This is an optimization exercise on Yosys and OpenROAD, whose aim is small area and few clock cycles, not a production implementation. The RTL was checked by simulation tests, not by an equivalence proof against the original design.

pepper:
==> flow/design.v <==
`timescale 1ns/1ps
module conv_top (
  input  logic        clk,
  input  logic        reset,
  input  logic        ready,
  output logic        busy,
  output logic [9:0]  iaddr,
  output logic        ioe,
  input  logic [7:0]  idata,
  output logic        l0_wen,
  output logic [9:0]  l0_addr,
  output logic [11:0] l0_data,
  output logic        l1_wen,
  output logic [7:0]  l1_addr,
  output logic [11:0] l1_data
);
  localparam int img_dim   = 32;
  localparam int pos_w     = $clog2(img_dim);
  localparam int pixel_w   = 8;
  localparam int sum_w     = 12;    
  localparam int feat_w    = 12;    
  localparam int relu_w    = 11;    
  localparam int band_h    = 4;
  localparam int col_len   = band_h + 2;
  localparam int n_bands   = img_dim / band_h;
  localparam int band_w    = $clog2(n_bands);
  localparam int q_w       = $clog2(col_len);
  localparam int k_w       = $clog2(band_h);
  localparam int buf_len   = 2 * col_len + 3;
  logic [band_w-1:0] b;
  logic [pos_w-1:0]  c;
  logic [q_w-1:0]    q;
  logic              prime;      
  logic [pixel_w-1:0] sr [buf_len];
  logic q_last, c_last, done;
  assign q_last = (q == q_w'(col_len - 1));
  assign c_last = &c;
  assign done   = !prime && (b == band_w'(n_bands - 1)) && c_last && q_last;
  always_ff @(posedge clk or posedge reset) begin
    if (reset)
      busy <= 1'b0;
    else if (!busy)
      busy <= ready;
    else if (done)
      busy <= 1'b0;
  end
  always_ff @(posedge clk) begin
    if (!busy) begin
      b     <= band_w'(n_bands - 1);
      c     <= pos_w'(img_dim - 2);
      q     <= q_w'(band_h - 2);
      prime <= 1'b1;
    end else begin
      q <= q_last ? '0 : q + 1'b1;
      if (q_last) begin
        c <= c + 1'b1;
        if (c_last) begin
          b     <= b + 1'b1;
          prime <= 1'b0;
        end
      end
    end
  end
  logic [q_w-1:0]    rd_slot;    
  logic              rd_next;    
  logic [pos_w:0]    rd_col;
  logic [band_w-1:0] rd_band;
  logic [pos_w-1:0]  rd_row;
  always_comb begin
    if (q >= q_w'(band_h - 2)) begin
      rd_slot = q - q_w'(band_h - 2);
      rd_next = 1'b1;
    end else begin
      rd_slot = q + 3'd4;
      rd_next = 1'b0;
    end
  end
  assign rd_col  = {1'b0, c} + (rd_next ? 6'd2 : 6'd1);
  assign rd_band = b + band_w'(rd_col[pos_w]);
  assign rd_row  = {rd_band, {k_w{1'b0}}} + rd_slot - 1'b1;   
  assign ioe   = busy;
  assign iaddr = {rd_row[pos_w-1:0], rd_col[pos_w-1:0]};
  always_ff @(posedge clk) begin
    sr[0] <= idata;
    for (int i = 1; i < buf_len; i++)
      sr[i] <= sr[i-1];
  end
  logic [pixel_w-1:0] p_ul, p_ur, p_cc, p_cr, p_dl, p_dc, p_dr;
  assign p_dr = sr[0];
  assign p_cr = sr[1];
  assign p_ur = sr[2];
  assign p_dc = sr[col_len];
  assign p_cc = sr[col_len + 1];
  assign p_dl = sr[2 * col_len];
  assign p_ul = sr[2 * col_len + 2];
  logic pad_l, pad_r, pad_u, pad_d;
  assign pad_l = (c == '0);
  assign pad_r = c_last;
  assign pad_u = (b == '0) && (q == '0);
  assign pad_d = (b == band_w'(n_bands - 1)) && (q == q_w'(band_h - 1));
  logic [pixel_w-1:0] m_ul, m_dl, m_ur, m_cr, m_dr, m_dc;
  assign m_ul = (pad_l || pad_u) ? '0 : p_ul;
  assign m_dl = (pad_l || pad_d) ? '0 : p_dl;
  assign m_ur = (pad_r || pad_u) ? '0 : p_ur;
  assign m_cr = pad_r ? '0 : p_cr;
  assign m_dr = (pad_r || pad_d) ? '0 : p_dr;
  assign m_dc = pad_d ? '0 : p_dc;
  logic [relu_w-1:0] pos, neg;
  logic [relu_w:0]   diff;
  assign pos  = m_dl + p_cc + m_ur + {m_dc, 1'b0} + {m_cr, 1'b0};
  assign neg  = {m_ul, 1'b0} + {m_dr, 1'b0} + m_dr;
  assign diff = {1'b0, pos} - {1'b0, neg};
  logic [relu_w-1:0] feat;
  assign feat = diff[relu_w] ? '0 : diff[relu_w-1:0];
  logic valid;
  assign valid = busy && !prime && (q < q_w'(band_h));
  assign l0_wen  = valid;
  assign l0_addr = {b, q[k_w-1:0], c};
  assign l0_data = {1'b0, feat};
  logic [relu_w-1:0] acc [2];
  logic              sel, first, take;
  logic [relu_w-1:0] acc_cur;
  assign sel     = q[1] | (q[2] & q[0]);
  assign acc_cur = acc[sel];
  assign first   = !c[0] && !q[0];
  assign take    = first || (feat > acc_cur);
  always_ff @(posedge clk) begin
    if (valid && take)
      acc[sel] <= feat;
  end
  assign l1_wen  = busy && !prime && c[0] && q[2];
  assign l1_addr = {b, sel, c[pos_w-1:1]};
  assign l1_data = {1'b0, acc_cur};
endmodule
export LEC_CHECK = 0
export CAP_MARGIN = 20
export CORE_MARGIN = 2
export CORE_UTILIZATION = 40
export CTS_BUF_LIST = sky130_fd_sc_hd__clkbuf_8
export SLEW_MARGIN = 20
create_clock -name core_clock -period 10.0 [get_ports {clk}]
standard.sh (not shown) runs the stock make flow with config.mk's settings and CLKGATE_MAP_FILE= SYNTH_SCRIPT=/design/flow/synth_recipe.tcl, a recipe that flattens the netlist after the stock synthesis.
==> flow/flow/run.sh <==
#!/bin/bash
# Standard synthesis, then its combinational logic re-mapped for area with
# the registers untouched, then the standard layout with the smallest
# buffer cell on the ports and a clock tree without dummy loads.
set -euo pipefail
R=orfs/results/sky130hd/conv_top/base
LIB=$FLOW_HOME/platforms/sky130hd/lib/sky130_fd_sc_hd__tt_025C_1v80.lib
bash standard.sh synth > 1_standard_synth.log 2>&1
mkdir -p reopt
cp $R/1_2_yosys.v reopt/std_netlist.v
python3 flow/split_lib.py $LIB reopt > 2_split_lib.log 2>&1
yosys -s flow/reopt.ys > 3_reopt_yosys.log 2>&1
cp reopt/netlist.v $R/1_2_yosys.v
rm -f $R/1_synth.odb
bash standard.sh "BUFFER_PORTS_ARGS=-buffer_cell sky130_fd_sc_hd__buf_1" \
  "CTS_ARGS=$(cat flow/cts_args.txt)" finish > 4_standard_layout.log 2>&1
Other scripts of this flow, unchanged in this note and not shown: flow/flow/abc_area.scr, flow/flow/cts_args.txt, flow/flow/reopt.ys, flow/flow/split_lib.py
Testbench counts of pepper, summed over its fixed seeds: cycles 49,504.
## Diff of input files: indigo against pepper
==> flow/design.v, changed modules only <==
module conv_top (
  input  logic        clk,
  input  logic        reset,
  input  logic        ready,
  output logic        busy,
  output logic [9:0]  iaddr,
  output logic        ioe,
  input  logic [7:0]  idata,
  output logic        l0_wen,
  output logic [9:0]  l0_addr,
  output logic [11:0] l0_data,
  output logic        l1_wen,
  output logic [7:0]  l1_addr,
  output logic [11:0] l1_data
);
  localparam int img_dim   = 32;
  localparam int pos_w     = $clog2(img_dim);
  localparam int pixel_w   = 8;
  localparam int sum_w     = 12;    
  localparam int feat_w    = 12;    
  localparam int relu_w    = 11;    
  localparam int band_h    = 4;
  localparam int col_len   = band_h + 2;
  localparam int n_bands   = img_dim / band_h;
  localparam int band_w    = $clog2(n_bands);
  localparam int q_w       = $clog2(col_len);
  localparam int k_w       = $clog2(band_h);
  localparam int buf_len   = 2 * col_len + 2;    
  logic [band_w-1:0] b;
  logic [pos_w-1:0]  c;
  logic [q_w-1:0]    q;
  logic              prime;      
  logic [pixel_w-1:0] sr [buf_len];
  logic q_last, c_last, done;
  assign q_last = (q == q_w'(col_len - 1));
  assign c_last = &c;
  assign done   = !prime && (b == band_w'(n_bands - 1)) && c_last && q_last;
  always_ff @(posedge clk or posedge reset) begin
    if (reset)
      busy <= 1'b0;
    else if (!busy)
      busy <= ready;
    else if (done)
      busy <= 1'b0;
  end
  always_ff @(posedge clk) begin
    if (!busy) begin
      b     <= band_w'(n_bands - 1);
      c     <= pos_w'(img_dim - 2);
      q     <= q_w'(band_h - 1);
      prime <= 1'b1;
    end else begin
      q <= q_last ? '0 : q + 1'b1;
      if (q_last) begin
        c <= c + 1'b1;
        if (c_last) begin
          b     <= b + 1'b1;
          prime <= 1'b0;
        end
      end
    end
  end
  logic [q_w-1:0]    rd_slot;    
  logic              rd_next;    
  logic [pos_w:0]    rd_col;
  logic [band_w-1:0] rd_band;
  logic [pos_w-1:0]  rd_row;
  always_comb begin
    if (q >= q_w'(band_h - 1)) begin
      rd_slot = q - q_w'(band_h - 1);
      rd_next = 1'b1;
    end else begin
      rd_slot = q + 3'd3;
      rd_next = 1'b0;
    end
  end
  assign rd_col  = {1'b0, c} + (rd_next ? 6'd2 : 6'd1);
  assign rd_band = b + band_w'(rd_col[pos_w]);
  assign rd_row  = {rd_band, {k_w{1'b0}}} + rd_slot - 1'b1;   
  assign ioe   = busy;
  assign iaddr = {rd_row[pos_w-1:0], rd_col[pos_w-1:0]};
  logic zero_q;
  always_ff @(posedge clk)
    zero_q <= (rd_band == '0 && rd_slot == '0) ||
              (rd_band == band_w'(n_bands - 1) && rd_slot == q_w'(col_len - 1));
  logic wipe;
  assign wipe = (c_last && q != q_w'(col_len - 1)) ||
                (c == pos_w'(img_dim - 2) && q_last);
  always_ff @(posedge clk) begin
    sr[0] <= zero_q ? '0 : idata;
    for (int i = 1; i < buf_len; i++)
      sr[i] <= sr[i-1];
    if (wipe)
      sr[col_len + 1] <= '0;
  end
  logic [pixel_w-1:0] p_ul, p_ur, p_cc, p_cr, p_dl, p_dc, p_dr;
  assign p_dr = idata;
  assign p_cr = sr[0];
  assign p_ur = sr[1];
  assign p_dc = sr[col_len - 1];
  assign p_cc = sr[col_len];
  assign p_dl = sr[2 * col_len - 1];
  assign p_ul = sr[2 * col_len + 1];
  logic pad_r;
  assign pad_r = c_last;
  logic [pixel_w-1:0] m_ul, m_dl, m_ur, m_cr, m_dr, m_dc;
  assign m_ul = p_ul;
  assign m_dl = p_dl;
  assign m_ur = pad_r ? '0 : p_ur;
  assign m_cr = pad_r ? '0 : p_cr;
  assign m_dr = (pad_r || zero_q) ? '0 : p_dr;
  assign m_dc = p_dc;
  logic [relu_w-1:0] pos, neg;
  logic [relu_w:0]   diff;
  assign pos  = m_dl + p_cc + m_ur + {m_dc, 1'b0} + {m_cr, 1'b0};
  assign neg  = {m_ul, 1'b0} + {m_dr, 1'b0} + m_dr;
  assign diff = {1'b0, pos} - {1'b0, neg};
  logic [relu_w-1:0] feat;
  assign feat = diff[relu_w] ? '0 : diff[relu_w-1:0];
  logic valid;
  assign valid = busy && !prime && (q < q_w'(band_h));
  assign l0_wen  = valid;
  assign l0_addr = {b, q[k_w-1:0], c};
  assign l0_data = {1'b0, feat};
  logic [relu_w-1:0] acc [2];
  logic              sel, first, take;
  logic [relu_w-1:0] acc_cur;
  assign sel     = q[1] | (q[2] & q[0]);
  assign acc_cur = acc[sel];
  assign first   = !c[0] && !q[0];
  assign take    = first || (feat > acc_cur);
  always_ff @(posedge clk) begin
    if (valid && take)
      acc[sel] <= feat;
  end
  assign l1_wen  = busy && !prime && c[0] && q[2];
  assign l1_addr = {b, sel, c[pos_w-1:1]};
  assign l1_data = {1'b0, acc_cur};
endmodule
Notes after the runs:
Run comparison: indigo last element of the critical path l0_data[8]; pepper last element of the critical path l0_data[9]. Total buffers and inverters traversed by the critical path was higher in the run labelled pepper. Per the comparison of indigo with pepper, final cell count went down 34, final period demand of the worst path went up 110 ps, final worst slack went down 110 ps, number of ordinary and repair buffers in the finished layout went up 3. Compared with pepper, in indigo total routed wirelength saw an increase; portion of the clock cycle consumed by the worst path in the final layout picked up an extra 1.1 points; cell area after technology mapping -about 5%.
Testbench counts of indigo, summed over its fixed seeds: cycles 49,472.

==> static timing again, ports no longer ideal <==
How much do the figures lean on ideal ports? The routed layouts below were timed once more, with nothing changed but the port constraints. Step 1 sets driving cells, clkbuf_16 on the clock port and buf_2 on the other inputs (assumed; they add their load-dependent delay and slew). Step 2 times the ports against the registers' clock, not the clock port: input delays grow and output delays shrink by t, the midpoint of the rising clock arrivals with the driver on. a / b / c = ideal ports / drivers / drivers and shift; a / b = the first two.
run | t (ns) | setup slack, ns | hold WS [ns]
pepper | 0.466 | 0.903 / 0.868 / 1.209 | 0.315 / 0.315 / 0.315
indigo | 0.467 | 0.793 / 0.761 / 0.657 | 0.302 / 0.302 / 0.302
After both steps setup and hold are still met in every run listed. The setup slack of indigo, which loses most, moves by -0.032 ns with the drivers and by -0.136 ns with both steps.
